Context: an optimization exercise on an open-source flow, tuned for small area, a short achievable clock period and few clock cycles per item. The choices shown serve that exercise and are no tape-out recipe.
Only simulation tests tie the RTL to the original design; equivalence was not proved.
Power and IR drop assume default switching activity.

==> run X: inputs <==
==> flow/design.v <==
module factorial_core #(
    parameter int unsigned MAX_N = 20
) (
    input  logic             clk,
    input  logic             reset_n,
    input  logic             fifo_empty,
    input  logic [31:0]      fifo_dout,
    output logic             fifo_rd_en,
    output logic [63:0]      result,
    output logic             result_valid,
    input  logic             result_ready,
    output logic             overflow,
    output logic             busy
);
    logic        r_ok;
    logic        r_hs;
    logic        r_z;
    logic        w_pend;     
    logic        w_v0;       
    logic        w_v1;       
    logic [4:0]  r_c0;       
    logic [4:0]  r_c1;       
    logic [4:0]  w_code;
    logic        w_hs;
    logic        w_rd;
    logic [63:0] w_fact;
    assign w_code = {fifo_dout[4:3] | {2{|fifo_dout[31:5]}}, fifo_dout[2:0]};
    assign w_pend = r_hs && !r_z;
    assign w_v0   = r_ok ? r_z : r_hs;
    assign w_v1   = !r_ok && r_hs && r_z;
    assign w_hs   = w_v0 && result_ready;
    assign w_rd   = !fifo_empty && (r_ok || (r_hs && result_ready));
    logic w_l000;
    logic w_l001;
    logic w_l002;
    logic w_l003;
    logic w_l004;
    logic w_l005;
    logic w_l006;
    logic w_l007;
    logic w_l008;
    logic w_l009;
    logic w_l010;
    logic w_l011;
    logic w_l012;
    logic w_l013;
    logic w_l014;
    logic w_l015;
    logic w_l016;
    logic w_l017;
    logic w_l018;
    logic w_l019;
    logic w_l020;
    logic w_l021;
    logic w_l022;
    logic w_l023;
    logic w_l024;
    logic w_l025;
    logic w_l026;
    logic w_l027;
    logic w_l028;
    logic w_l029;
    logic w_l030;
    logic w_l031;
    logic w_l032;
    logic w_l033;
    logic w_l034;
    logic w_l035;
    logic w_l036;
    logic w_l037;
    logic w_l038;
    logic w_l039;
    logic w_l040;
    logic w_l041;
    assign w_l014 = r_c0[4] & ~r_c0[3];
    assign w_l015 = w_l014 & ~r_c0[2];
    assign w_fact[39] = w_l015 & r_c0[1];
    assign w_fact[47] = w_fact[39] & ~r_c0[0];
    assign w_l016 = ~(r_c0[1] | r_c0[0]);
    assign w_l017 = w_l016 & w_l014;
    assign w_fact[54] = w_l017 & r_c0[2];
    assign w_l018 = r_c0[1] & r_c0[0];
    assign w_fact[53] = w_l018 & w_l015;
    assign w_fact[55] = w_fact[53] | w_fact[54];
    assign w_l019 = ~r_c0[4] & r_c0[3];
    assign w_l020 = w_l019 & r_c0[2];
    assign w_fact[13] = w_l020 & ~r_c0[0];
    assign w_l021 = ~(w_l018 | w_l016);
    assign w_l022 = w_l021 & w_l015;
    assign w_fact[27] = w_l022 | w_fact[13];
    assign w_l023 = w_fact[27] & ~r_c0[1];
    assign w_fact[23] = w_l023 | w_fact[55];
    assign w_l024 = ~(w_l021 | r_c0[2]);
    assign w_l025 = w_l021 & r_c0[2];
    assign w_l026 = ~(w_l025 | w_l024);
    assign w_l027 = w_l018 & ~r_c0[2];
    assign w_fact[11] = ~w_l027 & w_l019;
    assign w_l028 = ~(w_l019 | w_l015);
    assign w_l029 = ~w_l028 & r_c0[1];
    assign w_l030 = w_l015 & ~r_c0[1];
    assign w_l031 = ~(w_l030 | w_l017);
    assign w_l032 = w_l026 & w_l019;
    assign w_fact[18] = w_l032 | ~w_l031;
    assign w_l033 = w_fact[18] & ~r_c0[2];
    assign w_fact[16] = w_l033 | w_l029;
    assign w_l034 = ~w_fact[16] & w_fact[11];
    assign w_l035 = w_l019 & ~r_c0[2];
    assign w_l036 = w_l035 & r_c0[1];
    assign w_fact[10] = w_l036 | w_l034;
    assign w_l037 = w_fact[10] & r_c0[0];
    assign w_l038 = w_l020 & r_c0[0];
    assign w_fact[41] = w_l017 | w_l015;
    assign w_l039 = ~(w_fact[41] | w_l038);
    assign w_fact[25] = ~w_l039 | w_l037;
    assign w_fact[37] = w_fact[25] & w_l026;
    assign w_fact[46] = w_fact[37] & w_fact[23];
    assign w_fact[42] = w_fact[54] | w_fact[47];
    assign w_l040 = ~(w_l039 | w_fact[10]);
    assign w_l041 = ~(w_l040 | w_fact[27]);
    assign w_fact[26] = ~(w_l041 | w_fact[42]);
    assign w_l000 = w_fact[26] & r_c0[1];
    assign w_fact[36] = w_l000 | w_fact[46];
    assign w_fact[45] = w_fact[54] | w_fact[39];
    assign w_fact[17] = w_l029 & ~w_l027;
    assign w_fact[20] = w_fact[17] | w_l017;
    assign w_l001 = w_fact[20] & w_fact[27];
    assign w_fact[34] = w_l001 | ~w_l031;
    assign w_l002 = r_c0[1] & ~r_c0[0];
    assign w_fact[33] = ~w_l002 & w_l015;
    assign w_fact[32] = ~(w_l039 | w_l026);
    assign w_fact[31] = w_fact[46] | w_fact[47];
    assign w_fact[44] = w_l015 & ~r_c0[0];
    assign w_fact[29] = w_l038 | w_l030;
    assign w_fact[30] = w_fact[29] | w_l001;
    assign w_fact[24] = w_fact[29] & ~w_fact[27];
    assign w_l003 = ~w_l002 & w_l020;
    assign w_fact[28] = w_l003 | w_fact[24];
    assign w_l004 = w_fact[16] & ~w_fact[53];
    assign w_fact[22] = w_l004 & w_fact[25];
    assign w_fact[21] = w_fact[20] | w_l037;
    assign w_l005 = ~(w_fact[32] | w_fact[27]);
    assign w_fact[19] = ~(w_l005 | w_fact[44]);
    assign w_fact[15] = ~(w_l028 | r_c0[1]);
    assign w_l006 = w_l002 & w_l035;
    assign w_fact[14] = w_l006 | w_l003;
    assign w_l007 = ~(r_c0[4] | r_c0[3]);
    assign w_fact[4] = w_l007 & r_c0[2];
    assign w_l008 = w_fact[4] & r_c0[1];
    assign w_l009 = w_l035 & ~r_c0[1];
    assign w_fact[7] = w_l009 | w_l008;
    assign w_l010 = ~(w_fact[7] | w_l020);
    assign w_l011 = ~(w_l010 | w_l021);
    assign w_fact[12] = w_l011 | w_l036;
    assign w_fact[40] = w_l040 & ~w_fact[47];
    assign w_fact[9] = w_l008 | w_l006;
    assign w_l012 = w_fact[4] & w_l018;
    assign w_fact[8] = w_l012 | w_l035;
    assign w_fact[6] = w_l007 & w_l025;
    assign w_fact[5] = w_fact[4] & r_c0[0];
    assign w_fact[3] = w_fact[4] & ~r_c0[1];
    assign w_fact[2] = w_l007 & w_l027;
    assign w_l013 = w_l007 & ~r_c0[2];
    assign w_fact[1] = w_l013 & r_c0[1];
    assign w_fact[0] = w_l013 & ~r_c0[1];
    assign { w_fact[63:56], w_fact[52:48], w_fact[43], w_fact[38], w_fact[35] } = { 2'h0, w_fact[54], 4'h0, w_fact[55], w_fact[39], 1'h0, w_fact[47], w_fact[42], w_fact[46], w_fact[39], w_fact[31], w_fact[31] };
    assign fifo_rd_en   = w_rd;
    assign result       = w_fact;
    assign overflow     = r_c0 > 5'(MAX_N);
    assign result_valid = w_v0;
    assign busy         = w_v0 || w_pend;
    logic w_nv0;
    logic w_nv1;
    logic w_nok;
    always_comb begin
        if (w_v0) begin
            w_nv0 = !w_hs || w_v1 || w_pend;
            w_nv1 = !w_hs && (w_v1 || w_pend);
        end else begin
            w_nv0 = w_pend;
            w_nv1 = 1'b0;
        end
        w_nok = !w_nv1 && !(w_nv0 && w_rd);
    end
    always_ff @(posedge clk or negedge reset_n) begin
        if (!reset_n) begin
            r_ok <= 1'b0;
            r_hs <= 1'b0;
            r_z  <= 1'b0;
        end else begin
            r_ok <= w_nok;
            r_hs <= w_nok ? (w_rd && !w_nv0) : 1'b1;
            r_z  <= w_nok ? w_nv0 : w_nv1;
        end
    end
    always_ff @(posedge clk) begin
        if (w_hs || !w_v0) r_c0 <= w_v1 ? r_c1 : w_code;
        if (w_hs || !w_v1) r_c1 <= w_code;
    end
endmodule
==> flow/flow/run.sh <==
#!/bin/bash
set -euo pipefail
export BUFFER_PORTS_ARGS="-buffer_cell sky130_fd_sc_hd__buf_1"
export SETUP_SLACK_MARGIN=5.45
export SKIP_REPAIR_TIE_FANOUT=1
for step in synth floorplan place cts route finish; do
  bash standard.sh "$step" > "log_$step.txt" 2>&1
done
==> flow/standard.sh <==
#!/bin/bash
# synth_recipe.tcl (not shown) runs the flow's synth.tcl, then flattens the netlist and writes it again
# the make line also repeats each setting of config.mk as NAME=value (left out here)
make -C /OpenROAD-flow-scripts/flow DESIGN_CONFIG=/design/flow/config.mk WORK_HOME=/design/flow/orfs CLKGATE_MAP_FILE= SYNTH_SCRIPT=/design/flow/synth_recipe.tcl "${@:-finish}"
==> flow/config.mk <==
export PLATFORM = sky130hd
export DESIGN_NAME = factorial_core
export DESIGN_NICKNAME = factorial_core
export VERILOG_FILES = /design/flow/design.v
export SDC_FILE = /design/flow/constraint.sdc
export NUM_CORES = 4
export LEC_CHECK = 0
export ABC_AREA = 1
export CAP_MARGIN = 20
export CORE_MARGIN = 2
export CORE_UTILIZATION = 40
export SLEW_MARGIN = 20
==> flow/constraint.sdc <==
create_clock -name core_clock -period 10.0 [get_ports {clk}]
set_input_delay 2.0000 -clock core_clock [delete_from_list [all_inputs] [get_ports {clk}]]
set_output_delay 2.0000 -clock core_clock [all_outputs]
set_load 0.01 [all_outputs]
==> run R: changes against run X <==
==> flow/flow/run.sh (replaced) <==
#!/bin/bash
set -euo pipefail
here=$(pwd)
{
  cat <<'EOT'
proc use_flow_abc_script {name1 name2 op} {
  upvar #0 abc_args a
  set i [lsearch -exact $a -script]
  if {$i >= 0 && [lindex $a [expr {$i + 1}]] ne $::env(FLOW_ABC_SCRIPT)} {
    lset a [expr {$i + 1}] $::env(FLOW_ABC_SCRIPT)
  }
}
trace add variable ::abc_args write use_flow_abc_script
EOT
  cat synth_recipe.tcl
} > flow_synth.tcl
export FLOW_ABC_SCRIPT="$here/flow/area.abc"
sed "s#SYNTH_SCRIPT=[^ ]*#SYNTH_SCRIPT=$here/flow_synth.tcl#" standard.sh > flow_standard.sh
export BUFFER_PORTS_ARGS="-buffer_cell sky130_fd_sc_hd__buf_1"
export SETUP_SLACK_MARGIN=5.55
export SKIP_REPAIR_TIE_FANOUT=1
for step in synth floorplan place cts route finish; do
  bash flow_standard.sh "$step" > "log_$step.txt" 2>&1
done
==> flow/flow/area.abc (new file) <==
strash; dch -f; map -a; mfs2; strash; dch -f; map -a; topo; stime -c; buffer -c; dnsize -c
==> run K: changes against run X <==
==> flow/flow/run.sh (replaced) <==
#!/bin/bash
set -euo pipefail
here=$(pwd)
{
  cat <<'EOT'
proc use_flow_abc_script {name1 name2 op} {
  upvar #0 abc_args a
  set i [lsearch -exact $a -script]
  if {$i >= 0 && [lindex $a [expr {$i + 1}]] ne $::env(FLOW_ABC_SCRIPT)} {
    lset a [expr {$i + 1}] $::env(FLOW_ABC_SCRIPT)
  }
}
trace add variable ::abc_args write use_flow_abc_script
EOT
  cat synth_recipe.tcl
} > flow_synth.tcl
export FLOW_ABC_SCRIPT="$here/flow/area.abc"
sed "s#SYNTH_SCRIPT=[^ ]*#SYNTH_SCRIPT=$here/flow_synth.tcl#" standard.sh > flow_standard.sh
export BUFFER_PORTS_ARGS="-buffer_cell sky130_fd_sc_hd__buf_1"
export SETUP_SLACK_MARGIN=5.2
export SKIP_REPAIR_TIE_FANOUT=1
for step in synth floorplan place cts route finish; do
  bash flow_standard.sh "$step" > "log_$step.txt" 2>&1
done
==> flow/flow/area.abc (new file) <==
strash; dch -f; map -a; mfs2; strash; dch -f; map -a; topo; stime -c; buffer -c; dnsize -c
==> qor summary <==
metric                                                             run X                    run K                    run R
Result of the run                                complete, no violations  complete, no violations  complete, no violations
Combinational cell fraction of total power                         0.462                    0.460                    0.503
Area of placed instances                                        1570 um2                 1440 um2                 1460 um2
Power in the clock group                                         31.0 uW                  31.2 uW                  29.2 uW
Clock-cell share of area                                          0.0161                   0.0179                   0.0156
Post-Synth Simple-Gate Area                                        0.402                    0.299                    0.299
Hold slack final                                                0.516 ns                 0.520 ns                 0.515 ns
Die Area                                                        3670 um2                 3370 um2                 3370 um2
Final routed wirelength across all metal layers                  3.10 mm                  3.26 mm                  3.27 mm
Maximum clock frequency                                        0.222 GHz                0.215 GHz                0.225 GHz
Multi-input gate share of the layout cell area                     0.421                    0.357                    0.357
Initial standard-cell utilization of the core                      0.419                    0.424                    0.424
Global-route usage over all layers                                 0.172                    0.181                    0.179
Power consumed by sequential cells                               74.9 uW                  73.7 uW                  73.5 uW
Post-synthesis instance total                                        183                      181                      181
Testbench counts of run X, summed over its fixed seeds: cycles 1,048, items 1,024.
Testbench counts of run R, summed over its fixed seeds: cycles 1,048, items 1,024.
Testbench counts of run K, summed over its fixed seeds: cycles 1,048, items 1,024.

* * *

==> ember: inputs <==
// factorial_core: RTL as listed in full above, without the edits since
clock: 10.0 ns
lec_check: 0
abc_area: 1
cap_margin: 20
core_margin: 2
core_utilization: 40
slew_margin: 20
standard.sh (not shown) runs the stock make flow with config.mk's settings and CLKGATE_MAP_FILE= SYNTH_SCRIPT=/design/flow/synth_recipe.tcl, a recipe that flattens the netlist after the stock synthesis.
==> flow/flow/run.sh <==
#!/bin/bash
set -euo pipefail
here=$(pwd)
{
  cat <<'EOT'
proc use_flow_abc_script {name1 name2 op} {
  upvar #0 abc_args a
  set i [lsearch -exact $a -script]
  if {$i >= 0 && [lindex $a [expr {$i + 1}]] ne $::env(FLOW_ABC_SCRIPT)} {
    lset a [expr {$i + 1}] $::env(FLOW_ABC_SCRIPT)
  }
}
trace add variable ::abc_args write use_flow_abc_script
EOT
  cat synth_recipe.tcl
} > flow_synth.tcl
export FLOW_ABC_SCRIPT="$here/flow/area.abc"
sed "s#SYNTH_SCRIPT=[^ ]*#SYNTH_SCRIPT=$here/flow_synth.tcl#" standard.sh > flow_standard.sh
export BUFFER_PORTS_ARGS="-buffer_cell sky130_fd_sc_hd__buf_1"
export SETUP_SLACK_MARGIN=5.38
export SKIP_REPAIR_TIE_FANOUT=1
for step in synth floorplan place cts route finish; do
  bash flow_standard.sh "$step" > "log_$step.txt" 2>&1
done
==> flow/flow/area.abc <==
strash; dch -f; map -a; mfs2; strash; dch -f; map -a; topo; stime -c; buffer -c; dnsize -c
==> cedar (differences from ember) <==
--- a/flow/flow/run.sh
+++ b/flow/flow/run.sh
@@ -12,4 +12,6 @@
 }
 trace add variable ::abc_args write use_flow_abc_script
+# no half/full adder cells: they would only come from XORs in the table
+set ::env(ADDER_MAP_FILE) ""
 EOT
   cat synth_recipe.tcl
@@ -18,7 +20,13 @@
 sed "s#SYNTH_SCRIPT=[^ ]*#SYNTH_SCRIPT=$here/flow_synth.tcl#" standard.sh > flow_standard.sh
 export BUFFER_PORTS_ARGS="-buffer_cell sky130_fd_sc_hd__buf_1"
-export SETUP_SLACK_MARGIN=5.38
+export SETUP_SLACK_MARGIN=5.3
 export SKIP_REPAIR_TIE_FANOUT=1
-for step in synth floorplan place cts route finish; do
+for step in synth floorplan place; do
   bash flow_standard.sh "$step" > "log_$step.txt" 2>&1
 done
+# after placement, aim the repair a little further: by then only the read
+# enable's short path is left below the margin
+export SETUP_SLACK_MARGIN=5.5
+for step in cts route finish; do
+  bash flow_standard.sh "$step" > "log_$step.txt" 2>&1
+done
Settings changed: CORE_AREA set to 2 2 60 60, CORE_MARGIN 2 to not set, CORE_UTILIZATION 40 to not set, DIE_AREA set to 0 0 62 62.
==> impl_metrics.py <==
metrics = {
    "synth": {
        "yosys.area.top_type_share": 0.263,
        "yosysUniqueCellTypes": 18,
        "synth_fa_ha_area_frac": 0,
        "synth_area_sq_um": 1140,
    },
    "final_layout": {
        "layout.nets": 311,
        "drive_gt1_frac": 0.0693,
        "syn_to_final_growth_pct": 34.2,
        "stdcell_count": 320,
    },
    "placed_design": {
        "place_area_sq_um": 1430,
    },
    "floorplan": {
        "dieArea_sq_um": 3840,
    },
    "sta": {
        "setup_ws_ns": 5.55,
        "period_needed_ns": 4.45,
    },
    "worst_hold_path": {
        "min_delay_worst_endpoint": "r_c0[2]",
    },
    "critical_path": {
        "crit_top_cell": "buf_2",
        "regToRegEndpoint": "r_c1[0]",
    },
    "drt": {
        "wl_met2_mm": 1.65,
    },
    "global_routing": {
        "first_global_vias": 1164,
    },
    "pwr": {
        "p_leak_nw": 0.706,
    },
    "run_status": {
        "status": "timing/DRC/antenna clean",
    },
}
The numbers above come from cedar.

==> impl_metrics.py <==
metrics = {
    "run_status": {
        "status": "timing/DRC/antenna clean",
    },
    "worst_hold_path": {
        "min_delay_worst_endpoint": "r_c0[0]",
    },
    "critical_path": {
        "regToRegEndpoint": "r_c1[4]",
        "crit_top_cell": "buf_1",
    },
    "drt": {
        "wl_met2_mm": 1.83,
    },
    "final_layout": {
        "drive_gt1_frac": 0.109,
        "stdcell_count": 305,
        "syn_to_final_growth_pct": 36.0,
        "layout.nets": 315,
        "final_core_util": 0.576,
    },
    "sta": {
        "setup_ws_ns": 5.49,
        "period_needed_ns": 4.51,
    },
    "placed_design": {
        "place_area_sq_um": 1440,
    },
    "floorplan": {
        "dieArea_sq_um": 3370,
    },
    "pwr": {
        "p_leak_nw": 0.737,
    },
    "global_routing": {
        "first_global_vias": 1201,
    },
    "synth": {
        "synth_fa_ha_area_frac": 0.0428,
        "yosys.area.top_type_share": 0.257,
        "yosysUniqueCellTypes": 19,
    },
}
The numbers above come from ember.

Testbench counts of ember, summed over its fixed seeds: cycles 1,048, items 1,024.
Testbench counts of cedar, summed over its fixed seeds: cycles 1,048, items 1,024.

## afterwards: timing with drivers on the ports
The flow's constraints put no driver on any port. The routed layouts listed below were extracted and timed again, unchanged, in two steps.
Step 1 (the two cells are an assumption about what drives the block):
set clk [get_ports {clk}]
set_driving_cell -lib_cell sky130_fd_sc_hd__clkbuf_16 $clk
set_driving_cell -lib_cell sky130_fd_sc_hd__buf_2 [delete_from_list [all_inputs] $clk]
Step 2 adds t to the input delays and takes it off the output delays; t is the mean of the earliest and latest rising clock arrival at the registers after step 1. Input paths then give back, and output paths get back, about the clock's delay inside the block.
Three values: no drivers, after step 1, after step 2; two values: the first two.
run | t (ns) | setup WS [ns] | latest minus earliest clock arrival (ns) | worst register clock-pin slew, ns | worst slew at a driven data input, ns
run X | 0.280 | 5.501 / 5.477 / 5.477 | 0.003 / 0.002 | 0.08 / 0.08 | 0.03
run R | 0.278 | 5.565 / 5.524 / 5.524 | 0.005 / 0.005 | 0.07 / 0.07 | 0.05
run K | 0.283 | 5.348 / 5.333 / 5.455 | 0.004 / 0.004 | 0.08 / 0.08 | 0.03
ember | 0.284 | 5.494 / 5.472 / 5.472 | 0.001 / 0.001 | 0.08 / 0.08 | 0.03
cedar | 0.282 | 5.550 / 5.530 / 5.530 | 0.000 / 0.001 | 0.08 / 0.08 | 0.03
After both steps setup and hold are still met in every run listed. For run R, which loses most, drivers alone change the setup slack by -0.041 ns; drivers and shift together by -0.041 ns.
